Context: an optimization exercise on an open-source flow, tuned for small area, a short achievable clock period and few clock cycles per item. The choices shown serve that exercise and are no tape-out recipe. In this exercise RTL edits were held to simulation tests only and were not proved equivalent to the original. Power figures rest on the tool's default switching activity, not on a simulated workload.

==> flow/design.v <==
package stream_merge_pkg;
    typedef logic [64-1:0] in_word_t;
    typedef logic [32-1:0] out_half_t;
    typedef logic chan_id_t;  
    typedef struct packed {
        chan_id_t  chan;     
        logic      hi_half;  
        out_half_t data;
    } merge_beat_t;
endpackage
module dual_stream_merge (
    input  logic                                 clk_i,
    input  logic                                 rst_n_i,
    input  logic [1:0]                           wr_valid_i,
    input  logic [2*64-1:0]            wr_data_i,   
    output logic [1:0]                           wr_ready_o,
    output logic [2*($clog2(16)+1)-1:0] wr_free_o,  
    input  logic                                 out_ready_i,
    output logic                                 out_valid_o,
    output logic [32+1:0]             out_beat_o   
);
    localparam int W  = 64;
    localparam int H  = 32;
    localparam int D  = 16;
    localparam int AW = $clog2(16);
    localparam int FW = AW + 1;
    logic         ov_q;    
    logic         oc_q;    
    logic [1:0]   lo_q;    
    logic         ovo_q;
    logic         oco_q;
    logic         oho_q;
    logic [H-1:0] odo_q;
    logic [D-1:0]  wsel_q [2];  
    logic [D-1:0]  rsel_q [2];  
    logic [FW-1:0] free_q [2];  
    logic [1:0]    rdy_q;       
    logic [1:0]    ne_q;        
    logic [1:0]    one_q;       
    logic [1:0]    top_q;       
    logic [FW-1:0] freeo_q [2];  
    logic [1:0]    rdyo_q;       
    logic [D-1:0]  rsel_n [2];
    logic [D-1:0]  s_q [2][2];  
    logic [W-1:0] mem [2][D];
    logic       load;    
    logic       cont;    
    logic       nsel;    
    logic       nval;    
    logic [1:0] push;
    logic [1:0] adv;     
    logic [H-1:0] nd;
    logic [1:0]   ne_n;
    logic [1:0]   lo_n;
    logic         oc_n;
    function automatic logic [FW-1:0] inc(input logic [FW-1:0] x);
        for (int k = 0; k < FW; k++) begin
            inc[k] = x[k] ^ ((x & FW'((1 << k) - 1)) == FW'((1 << k) - 1));
        end
    endfunction
    function automatic logic [FW-1:0] dec(input logic [FW-1:0] x);
        for (int k = 0; k < FW; k++) begin
            dec[k] = x[k] ^ (~|(x & FW'((1 << k) - 1)));
        end
    endfunction
    assign load = !ov_q || out_ready_i;
    assign cont = lo_q[0] || lo_q[1];
    always_comb begin
        if (ne_q[0] && ne_q[1]) begin
            nsel = !oc_q;
        end else begin
            nsel = ne_q[1];
        end
    end
    assign nval = cont || ne_q[0] || ne_q[1];
    for (genvar c = 0; c < 2; c++) begin : g_chan
        logic [FW-1:0] free_n;
        logic          rdy_n, one_n, top_n;
        logic [FW-1:0] freeo_n;
        logic          rdyo_n;
        logic [D-1:0]  wsel_n;
        assign push[c] = wr_valid_i[c] && rdy_q[c];
        assign adv[c]  = out_ready_i && lo_q[c];
        always_comb begin
            free_n = free_q[c];
            rdy_n  = rdy_q[c];
            ne_n[c] = ne_q[c];
            one_n  = one_q[c];
            top_n  = top_q[c];
            if (push[c] && !adv[c]) begin
                free_n = dec(free_q[c]);
                rdy_n  = !one_q[c];
                ne_n[c] = 1'b1;
                one_n  = free_q[c] == FW'(2);
                top_n  = free_q[c] == FW'(D);
            end else if (adv[c] && !push[c]) begin
                free_n = inc(free_q[c]);
                rdy_n  = 1'b1;
                ne_n[c] = !top_q[c];
                one_n  = !rdy_q[c];
                top_n  = free_q[c] == FW'(D-2);
            end
        end
        logic [FW-1:0] freeo;
        assign freeo = freeo_q[c] ^ {1'b1, {FW-1{1'b0}}};
        always_comb begin
            freeo_n = freeo;
            rdyo_n  = !rdyo_q[c];
            if (push[c] && !adv[c]) begin
                freeo_n = dec(freeo);
                rdyo_n  = freeo != FW'(1);
            end else if (adv[c] && !push[c]) begin
                freeo_n = inc(freeo);
                rdyo_n  = 1'b1;
            end
        end
        always_comb begin
            if (!rdy_q[c]) begin
                wsel_n = adv[c] ? rsel_q[c] : '0;
            end else if (push[c]) begin
                wsel_n = rdy_n ? {wsel_q[c][D-2:0], wsel_q[c][D-1]} : '0;
            end else begin
                wsel_n = wsel_q[c];
            end
        end
        always_ff @(posedge clk_i or negedge rst_n_i) begin
            if (!rst_n_i) begin
                free_q[c]  <= FW'(D);
                rdy_q[c]   <= 1'b1;
                ne_q[c]    <= 1'b0;
                one_q[c]   <= 1'b0;
                top_q[c]   <= 1'b0;
                freeo_q[c] <= '0;
                rdyo_q[c]  <= 1'b0;
                wsel_q[c]  <= D'(1);
                rsel_q[c]  <= D'(1);
            end else begin
                free_q[c]  <= free_n;
                rdy_q[c]   <= rdy_n;
                ne_q[c]    <= ne_n[c];
                one_q[c]   <= one_n;
                top_q[c]   <= top_n;
                freeo_q[c] <= freeo_n ^ {1'b1, {FW-1{1'b0}}};
                rdyo_q[c]  <= !rdyo_n;
                wsel_q[c]  <= wsel_n;
                rsel_q[c]  <= rsel_n[c];
            end
        end
        assign rsel_n[c] = adv[c] ? {rsel_q[c][D-2:0], rsel_q[c][D-1]} : rsel_q[c];
        for (genvar i = 0; i < D; i++) begin : g_ent
            always_ff @(posedge clk_i) begin
                if (wsel_q[c][i]) begin
                    mem[c][i] <= wr_data_i[c*W +: W];
                end
            end
        end
        assign wr_ready_o[c]         = !rdyo_q[c];
        assign wr_free_o[c*FW +: FW] = freeo;
    end
    always_comb begin
        lo_n = lo_q;
        oc_n = oc_q;
        if (load) begin
            lo_n = '0;
            if (!cont && nval) begin
                oc_n = nsel;
                lo_n = {nsel, !nsel};
            end
        end
    end
    logic cont_n, nsel_n;
    assign cont_n = lo_n[0] || lo_n[1];
    assign nsel_n = (ne_n[0] && ne_n[1]) ? !oc_n : ne_n[1];
    always_ff @(posedge clk_i) begin
        for (int c = 0; c < 2; c++) begin
            s_q[c][1] <= rsel_n[c] & {D{lo_n[c]}};
            s_q[c][0] <= rsel_n[c] & {D{!cont_n && (nsel_n == c)}};
        end
    end
    always_comb begin
        nd = odo_q & {H{!load}};
        for (int c = 0; c < 2; c++) begin
            for (int h = 0; h < 2; h++) begin
                for (int i = 0; i < D; i++) begin
                    nd = nd | (mem[c][i][h*H +: H] & {H{s_q[c][h][i] && load}});
                end
            end
        end
    end
    always_ff @(posedge clk_i or negedge rst_n_i) begin
        if (!rst_n_i) begin
            ov_q  <= 1'b0;
            oc_q  <= 1'b1;  
            lo_q  <= '0;
            ovo_q <= 1'b0;
            oco_q <= 1'b0;
            oho_q <= 1'b0;
        end else begin
            if (load) begin
                ov_q <= nval;
            end
            lo_q <= lo_n;
            oc_q <= oc_n;
            if (!ovo_q || out_ready_i) begin
                ovo_q <= nval;
                if (cont) begin
                    oho_q <= 1'b1;
                end else if (nval) begin
                    oho_q <= 1'b0;
                    oco_q <= nsel;
                end
            end
        end
    end
    always_ff @(posedge clk_i) begin
        odo_q <= nd;
    end
    assign out_valid_o = ovo_q;
    assign out_beat_o  = {oco_q, oho_q, odo_q};
endmodule
clock: 4.5 ns
lec_check: 0
cap_margin: 20
core_margin: 2
core_utilization: 60
cts_cluster_diameter: 100
cts_cluster_size: 30
setup_slack_margin: 2.35
slew_margin: 20
tns_end_percent: 100
run.sh (not shown) runs the stock make flow with config.mk's settings and CLKGATE_MAP_FILE= SYNTH_SCRIPT=/design/flow/synth_recipe.tcl, a recipe that flattens the netlist after the stock synthesis.
Testbench counts at the start, summed over its fixed seeds: cycles 6,160, beats 6,144.
Rerun with:
--- a/flow/design.v
+++ b/flow/design.v
@@ -30,10 +30,11 @@
     logic         ovo_q;
     logic         oco_q;
     logic         oho_q;
     logic [H-1:0] odo_q;
     logic [D-1:0]  wsel_q [2];  
+    logic [D-1:0]  wselh_q [2];  
     logic [D-1:0]  rsel_q [2];  
     logic [FW-1:0] free_q [2];  
     logic [1:0]    rdy_q;       
     logic [1:0]    ne_q;        
     logic [1:0]    one_q;       
@@ -76,11 +77,11 @@
     for (genvar c = 0; c < 2; c++) begin : g_chan
         logic [FW-1:0] free_n;
         logic          rdy_n, one_n, top_n;
         logic [FW-1:0] freeo_n;
         logic          rdyo_n;
-        logic [D-1:0]  wsel_n;
+        logic [D-1:0]  wsel_n, wselh_n;
         assign push[c] = wr_valid_i[c] && rdy_q[c];
         assign adv[c]  = out_ready_i && lo_q[c];
         always_comb begin
             free_n = free_q[c];
             rdy_n  = rdy_q[c];
@@ -121,38 +122,52 @@
                 wsel_n = rdy_n ? {wsel_q[c][D-2:0], wsel_q[c][D-1]} : '0;
             end else begin
                 wsel_n = wsel_q[c];
             end
         end
+        always_comb begin
+            if (!rdy_q[c]) begin
+                wselh_n = adv[c] ? rsel_q[c] : '0;
+            end else if (push[c]) begin
+                wselh_n = rdy_n ? {wselh_q[c][D-2:0], wselh_q[c][D-1]} : '0;
+            end else begin
+                wselh_n = wselh_q[c];
+            end
+        end
         always_ff @(posedge clk_i or negedge rst_n_i) begin
             if (!rst_n_i) begin
                 free_q[c]  <= FW'(D);
                 rdy_q[c]   <= 1'b1;
                 ne_q[c]    <= 1'b0;
                 one_q[c]   <= 1'b0;
                 top_q[c]   <= 1'b0;
                 freeo_q[c] <= '0;
                 rdyo_q[c]  <= 1'b0;
                 wsel_q[c]  <= D'(1);
+                wselh_q[c] <= D'(1);
                 rsel_q[c]  <= D'(1);
             end else begin
                 free_q[c]  <= free_n;
                 rdy_q[c]   <= rdy_n;
                 ne_q[c]    <= ne_n[c];
                 one_q[c]   <= one_n;
                 top_q[c]   <= top_n;
                 freeo_q[c] <= freeo_n ^ {1'b1, {FW-1{1'b0}}};
                 rdyo_q[c]  <= !rdyo_n;
                 wsel_q[c]  <= wsel_n;
+                wselh_q[c] <= wselh_n;
                 rsel_q[c]  <= rsel_n[c];
             end
         end
         assign rsel_n[c] = adv[c] ? {rsel_q[c][D-2:0], rsel_q[c][D-1]} : rsel_q[c];
         for (genvar i = 0; i < D; i++) begin : g_ent
             always_ff @(posedge clk_i) begin
                 if (wsel_q[c][i]) begin
-                    mem[c][i] <= wr_data_i[c*W +: W];
+                    mem[c][i][H-1:0] <= wr_data_i[c*W +: H];
+                end
+                if (wselh_q[c][i]) begin
+                    mem[c][i][W-1:H] <= wr_data_i[c*W+H +: H];
                 end
             end
         end
         assign wr_ready_o[c]         = !rdyo_q[c];
         assign wr_free_o[c*FW +: FW] = freeo;
The changed run finished with timing, DRC and antenna clean.
Core utilization is lower by 0.11 points.
Final area is higher slightly.
First-iteration DRC count is higher by roughly a tenth.
Routed wire length is higher by roughly a tenth.
Die area is higher slightly.
Setup slack loses 0.038 ns.
Synthesized area is higher slightly.
Combinational power is higher by a few percent.
Cell count is higher slightly.
Non-clock buffer count is lower by 4.
Count of clock-buffer cells in the layout is higher by 6.
Sequential share of layout area barely changes.
Maximum frequency is lower slightly.
Testbench counts after the change, summed over its fixed seeds: cycles 6,160, beats 6,144.

what the ideal ports hide:
The flow's constraints put no driver on any port. The routed layouts listed below were extracted and timed again, unchanged, in two steps.
Step 1, drivers: a clkbuf_16 drives clk_i and a buf_2 each remaining input, both assumed.
Step 2 also shifts input and output timing later by t, the mid clock arrival at the registers, as if the neighbouring blocks saw the same clock.
a / b / c = ideal / step 1 / step 2; a / b = the first two.
| run | shift t [ns] | slack for setup (ns) | worst setup path after step 2 | latest minus earliest clock arrival (ns) | cell pins on the clock port's net |
|---|---|---|---|---|---|
| the first run | 0.810 | 2.262 / 2.193 / 1.674 | input to register | 0.042 / 0.042 | 1 |
| the second run | 0.837 | 2.223 / 2.138 / 1.699 | input to register | 0.027 / 0.027 | 1 |
After both steps setup and hold are still met in every run listed. The setup slack of the first run, which loses most, moves by -0.069 ns with the drivers and by -0.588 ns with both steps.
